Context: an optimization exercise on an open-source flow, tuned for small area. The choices shown serve that exercise and are no tape-out recipe.
Only simulation tests tie the RTL to the original design; equivalence was not proved.
Power is estimated from default activity; no workload was simulated.

## alu_seq
module alu_seq
#(
  parameter int XLEN = 64
) (
  input  logic            clk,
  input  logic            rst_n,
  input  logic            in_valid,
  output logic            in_ready,
  input  logic [diablo_alu_pkg::ALU_OP_W-1:0] in_op,
  input  logic [XLEN-1:0] in_a,
  input  logic [XLEN-1:0] in_b,
  output logic            out_valid,
  input  logic            out_ready,
  output logic [XLEN-1:0] out_result,
  output logic            out_err
);
==> flow/config.mk <==
export PLATFORM = sky130hd
export DESIGN_NAME = alu_seq
export DESIGN_NICKNAME = alu_seq
export VERILOG_FILES = /design/flow/design.v
export SDC_FILE = /design/flow/constraint.sdc
export NUM_CORES = 4
export LEC_CHECK = 0
export CAP_MARGIN = 20
export CORE_MARGIN = 2
export CORE_UTILIZATION = 40
export SLEW_MARGIN = 20
export SYNTH_HIERARCHICAL = 1
==> flow/constraint.sdc <==
create_clock -name core_clock -period 10.0 [get_ports {clk}]
set_input_delay 2.0000 -clock core_clock [delete_from_list [all_inputs] [get_ports {clk}]]
set_output_delay 2.0000 -clock core_clock [all_outputs]
set_load 0.01 [all_outputs]
standard.sh (not shown) runs the stock make flow with config.mk's settings and CLKGATE_MAP_FILE= SYNTH_SCRIPT=/design/flow/synth_recipe.tcl, a recipe that flattens the netlist after the stock synthesis.
==> flow/flow/run.sh <==
#!/bin/bash
# Layout of alu_seq: the standard flow (standard.sh, all steps unchanged) with two choices
# made through ORFS's own variables:
#  - BUFFER_PORTS_ARGS: the buffer that global placement puts on every input and output port is
#    the smallest buffer cell, sky130_fd_sc_hd__buf_1, in place of the flow's default choice;
#  - CTS_ARGS: clock tree synthesis builds its (balanced H-)tree from clkbuf_4 under a clkbuf_8
#    root, without
#    dummy loads.
# Each tool's output is kept in a log of its own: standard.log here, and ORFS's per-step logs
# under orfs/logs.
set -euo pipefail
export BUFFER_PORTS_ARGS="-buffer_cell sky130_fd_sc_hd__buf_1"
export CTS_ARGS="-sink_clustering_enable -repair_clock_nets -dont_use_dummy_load -buf_list {sky130_fd_sc_hd__clkbuf_4 sky130_fd_sc_hd__clkbuf_8} -root_buf sky130_fd_sc_hd__clkbuf_8 -tree_buf sky130_fd_sc_hd__clkbuf_4 -sink_clustering_size 12 -sink_clustering_max_diameter 60"
bash standard.sh > standard.log 2>&1
The baseline ran to the end with no violations.
Change:
--- a/flow/flow/run.sh
+++ b/flow/flow/run.sh
@@ -6,2 +6 @@
-#  - CTS_ARGS: clock tree synthesis builds its (balanced H-)tree from clkbuf_4 under a clkbuf_8
-#    root, without
+#  - CTS_ARGS: clock tree synthesis builds its (balanced H-)tree from clkbuf_4/clkbuf_8 without
@@ -13 +12 @@
-export CTS_ARGS="-sink_clustering_enable -repair_clock_nets -dont_use_dummy_load -buf_list {sky130_fd_sc_hd__clkbuf_4 sky130_fd_sc_hd__clkbuf_8} -root_buf sky130_fd_sc_hd__clkbuf_8 -tree_buf sky130_fd_sc_hd__clkbuf_4 -sink_clustering_size 12 -sink_clustering_max_diameter 60"
+export CTS_ARGS="-sink_clustering_enable -repair_clock_nets -dont_use_dummy_load -buf_list {sky130_fd_sc_hd__clkbuf_4 sky130_fd_sc_hd__clkbuf_8} -root_buf sky130_fd_sc_hd__clkbuf_8 -sink_clustering_size 12 -sink_clustering_max_diameter 60"
Settings changed: ABC_AREA from default to 1.
=> Total power goes up by a few percent; register-to-register slack improves by 0.18 ns; wire length goes down by a few percent; core utilization goes down by 0.24 points; design area goes up by a few percent.
Change:
--- a/flow/flow/run.sh
+++ b/flow/flow/run.sh
@@ -12 +12 @@
-export CTS_ARGS="-sink_clustering_enable -repair_clock_nets -dont_use_dummy_load -buf_list {sky130_fd_sc_hd__clkbuf_4 sky130_fd_sc_hd__clkbuf_8} -root_buf sky130_fd_sc_hd__clkbuf_8 -sink_clustering_size 12 -sink_clustering_max_diameter 60"
+export CTS_ARGS="-sink_clustering_enable -repair_clock_nets -dont_use_dummy_load -buf_list {sky130_fd_sc_hd__clkbuf_4 sky130_fd_sc_hd__clkbuf_8} -root_buf sky130_fd_sc_hd__clkbuf_8 -tree_buf sky130_fd_sc_hd__clkbuf_4 -sink_clustering_size 12 -sink_clustering_max_diameter 60"
Settings changed: ABC_AREA 1 to default.
What happened:
- final area goes down by 2.9%
- routed wire length went up by 2.5%
- sequential power is about the same
- flip-flop and latch count does not change
- die area falls by 3.1%
- non-clock buffer count rises by 5
Change:
--- a/flow/flow/run.sh
+++ b/flow/flow/run.sh
@@ -12 +12 @@
-export CTS_ARGS="-sink_clustering_enable -repair_clock_nets -dont_use_dummy_load -buf_list {sky130_fd_sc_hd__clkbuf_4 sky130_fd_sc_hd__clkbuf_8} -root_buf sky130_fd_sc_hd__clkbuf_8 -tree_buf sky130_fd_sc_hd__clkbuf_4 -sink_clustering_size 12 -sink_clustering_max_diameter 60"
+export CTS_ARGS="-sink_clustering_enable -repair_clock_nets -dont_use_dummy_load -buf_list {sky130_fd_sc_hd__clkbuf_4 sky130_fd_sc_hd__clkbuf_8} -root_buf sky130_fd_sc_hd__clkbuf_8 -sink_clustering_size 12 -sink_clustering_max_diameter 60"
After rerunning:
- synthesized cell count stays the same
- die area is unchanged
- synthesized area is unchanged
- setup slack gets worse by 0.043 ns
- fmax came out lower by 0.45%
- core utilization rose by 0.46 points
- final cell count is unchanged
- hold slack gets better by 0.0056 ns
- clock-buffer cell count stays the same
- cell area is higher by 0.99%
Change:
--- a/flow/flow/run.sh
+++ b/flow/flow/run.sh
@@ -6 +6,2 @@
-#  - CTS_ARGS: clock tree synthesis builds its (balanced H-)tree from clkbuf_4/clkbuf_8 without
+#  - CTS_ARGS: clock tree synthesis builds its (balanced H-)tree from clkbuf_4 under a clkbuf_8
+#    root, without
@@ -12 +13 @@
-export CTS_ARGS="-sink_clustering_enable -repair_clock_nets -dont_use_dummy_load -buf_list {sky130_fd_sc_hd__clkbuf_4 sky130_fd_sc_hd__clkbuf_8} -root_buf sky130_fd_sc_hd__clkbuf_8 -sink_clustering_size 12 -sink_clustering_max_diameter 60"
+export CTS_ARGS="-sink_clustering_enable -repair_clock_nets -dont_use_dummy_load -buf_list {sky130_fd_sc_hd__clkbuf_4 sky130_fd_sc_hd__clkbuf_8} -root_buf sky130_fd_sc_hd__clkbuf_8 -tree_buf sky130_fd_sc_hd__clkbuf_4 -sink_clustering_size 8 -sink_clustering_max_diameter 40"
Synthesized area does not change.
Setup slack is better by 0.043 ns.
Wire length barely changes.

## old
alu_seq, a different RTL version from the one above (not shown whole).
Size in the first run: roughly 770 cells after synthesis, about 150 flip-flops, ~200 I/O pins.
==> flow/design.v (excerpt) <==
module alu_seq
#(
  parameter int XLEN = 64
) (
  input  logic            clk,
  input  logic            rst_n,
  input  logic            in_valid,
  output logic            in_ready,
  input  logic [diablo_alu_pkg::ALU_OP_W-1:0] in_op,
  input  logic [XLEN-1:0] in_a,
  input  logic [XLEN-1:0] in_b,
  output logic            out_valid,
  input  logic            out_ready,
  output logic [XLEN-1:0] out_result,
  output logic            out_err
);
  localparam int SHW = $clog2(XLEN);
  localparam logic [1:0] S_PRE = 2'd0, S_P0 = 2'd1, S_P1 = 2'd2, S_P2 = 2'd3;
  logic            r_ov;
  logic [1:0]      r_st;
  logic [SHW-1:0]  r_k;
  logic            r_abit;
  logic            r_pbit;
  logic [XLEN-1:0] r_acc;
  logic [XLEN-1:0] r_q;
  logic            r_psgn;
  logic            r_f1;
  logic            r_f2;
  logic [3:0]      r_op;
  diablo_alu_pkg::alu_op_e w_op;
  logic w_p0, w_p1, w_p2, w_first, w_lastk, w_last, w_done;
  logic w_add, w_sub_op, w_logic, w_shift, w_mul, w_cmp, w_isdiv, w_two;
  logic w_signed, w_rem, w_sa, w_bn, w_negq, w_e, w_e63, w_sub, w_bk, w_diff, w_lt, w_lbit;
  logic [SHW-1:0]  w_kn;
  logic [SHW:0]    w_idx;
  logic            w_bitin, w_yen, w_yinv, w_y64, w_cin;
  logic [XLEN:0]   w_sum;
  assign w_op     = diablo_alu_pkg::alu_op_e'(r_op);
  assign w_add    = (w_op == diablo_alu_pkg::ALU_ADD);
  assign w_sub_op = (w_op == diablo_alu_pkg::ALU_SUB);
  assign w_logic  = (w_op == diablo_alu_pkg::ALU_AND) || (w_op == diablo_alu_pkg::ALU_OR) ||
                    (w_op == diablo_alu_pkg::ALU_XOR);
  assign w_shift  = (w_op == diablo_alu_pkg::ALU_SLL) || (w_op == diablo_alu_pkg::ALU_SRL) ||
                    (w_op == diablo_alu_pkg::ALU_SRA);
  assign w_cmp    = (w_op == diablo_alu_pkg::ALU_SLT) || (w_op == diablo_alu_pkg::ALU_SLTU);
  ...
Settings: LEC_CHECK=0, CAP_MARGIN=20, CORE_MARGIN=2, CORE_UTILIZATION=40, SLEW_MARGIN=20, SYNTH_HIERARCHICAL=1; clock period 10.0 ns.
==> flow/flow/run.sh <==
#!/bin/bash
# Layout of alu_seq: the standard flow (standard.sh, all steps unchanged), with the port
# buffers that global placement inserts on every input and output made of the smallest buffer
# cell, sky130_fd_sc_hd__buf_1, in place of the flow's default choice. Each tool's output is kept
# in a log of its own here; ORFS also keeps per-step logs under orfs/logs.
set -euo pipefail
export BUFFER_PORTS_ARGS="-buffer_cell sky130_fd_sc_hd__buf_1"
bash standard.sh > standard.log 2>&1
old: no failed stages, no open violations at the end
Edits applied to the flow inputs when going from old to new:
- CTS_CLUSTER_DIAMETER newly set to 100
- CTS_BUF_LIST newly set to sky130_fd_sc_hd__clkbuf_8
- CTS_CLUSTER_SIZE newly set to 40
diff --git a/flow/flow/run.sh b/flow/flow/run.sh
--- a/flow/flow/run.sh
+++ b/flow/flow/run.sh
@@ -7,0 +8 @@
+export CTS_ARGS="-sink_clustering_enable -repair_clock_nets -dont_use_dummy_load -buf_list sky130_fd_sc_hd__clkbuf_8 -root_buf sky130_fd_sc_hd__clkbuf_8 -sink_clustering_size 40 -sink_clustering_max_diameter 100"
Looking at old and new, the data arrival time of the worst path is a wash.
In the reports for old and new, the larger met2 routing resource usage after global routing belongs to old.
In terms of via density per instance, old and new differ only marginally.
Compare old and new | share of the core filled with cells higher: old
The total power per unit cell area in old is 1.08 times that in new.
The setup slack reported for new is greater than that of old by 0.035 ns.
Via count: old and new compared, lower one is new
Data required time of the worst path (new over old): increase, 0.02 ns
new against old: final cell count without fillers lost 15, total power after layout lost 10%, post-route clock period utilization lost 0.35 points.

[static timing again, ports no longer ideal]
Ports are ideal in the flow. The routed layouts listed here were re-timed in OpenROAD. Step 1, drivers: a clkbuf_16 drives clk and a buf_2 each remaining input, both assumed. Step 2, shift: input delay + t, output delay - t, t = (earliest + latest rising clock arrival at the registers) / 2. This alone moves slack from input paths to output paths. a / b / c = ideal ports / drivers / drivers and shift; a / b = the first two.
run | t, ns | setup slack, ns | hold WS [ns] | latest minus earliest clock arrival (ns)
the first run of note 1 | 0.446 | 0.580 / 0.580 / 0.310 | 0.307 / 0.307 / 0.307 | 0.034 / 0.034
the second run of note 1 | 0.470 | 0.762 / 0.762 / 0.394 | 0.317 / 0.317 / 0.317 | 0.035 / 0.034
the third run of note 1 | 0.446 | 0.580 / 0.580 / 0.310 | 0.307 / 0.307 / 0.307 | 0.034 / 0.034
the fourth run of note 1 | 0.474 | 0.537 / 0.537 / 0.307 | 0.312 / 0.312 / 0.312 | 0.022 / 0.022
the fifth run of note 1 | 0.446 | 0.580 / 0.580 / 0.310 | 0.307 / 0.307 / 0.307 | 0.034 / 0.034
old | 0.458 | 0.566 / 0.585 / 0.127 | 0.324 / 0.324 / 0.324 | 0.013 / 0.014
new | 0.473 | 0.601 / 0.614 / 0.141 | 0.310 / 0.310 / 0.310 | 0.030 / 0.030
After both steps setup and hold are still met in every run listed. The setup slack of new, which loses most, moves by +0.013 ns with the drivers and by -0.460 ns with both steps.
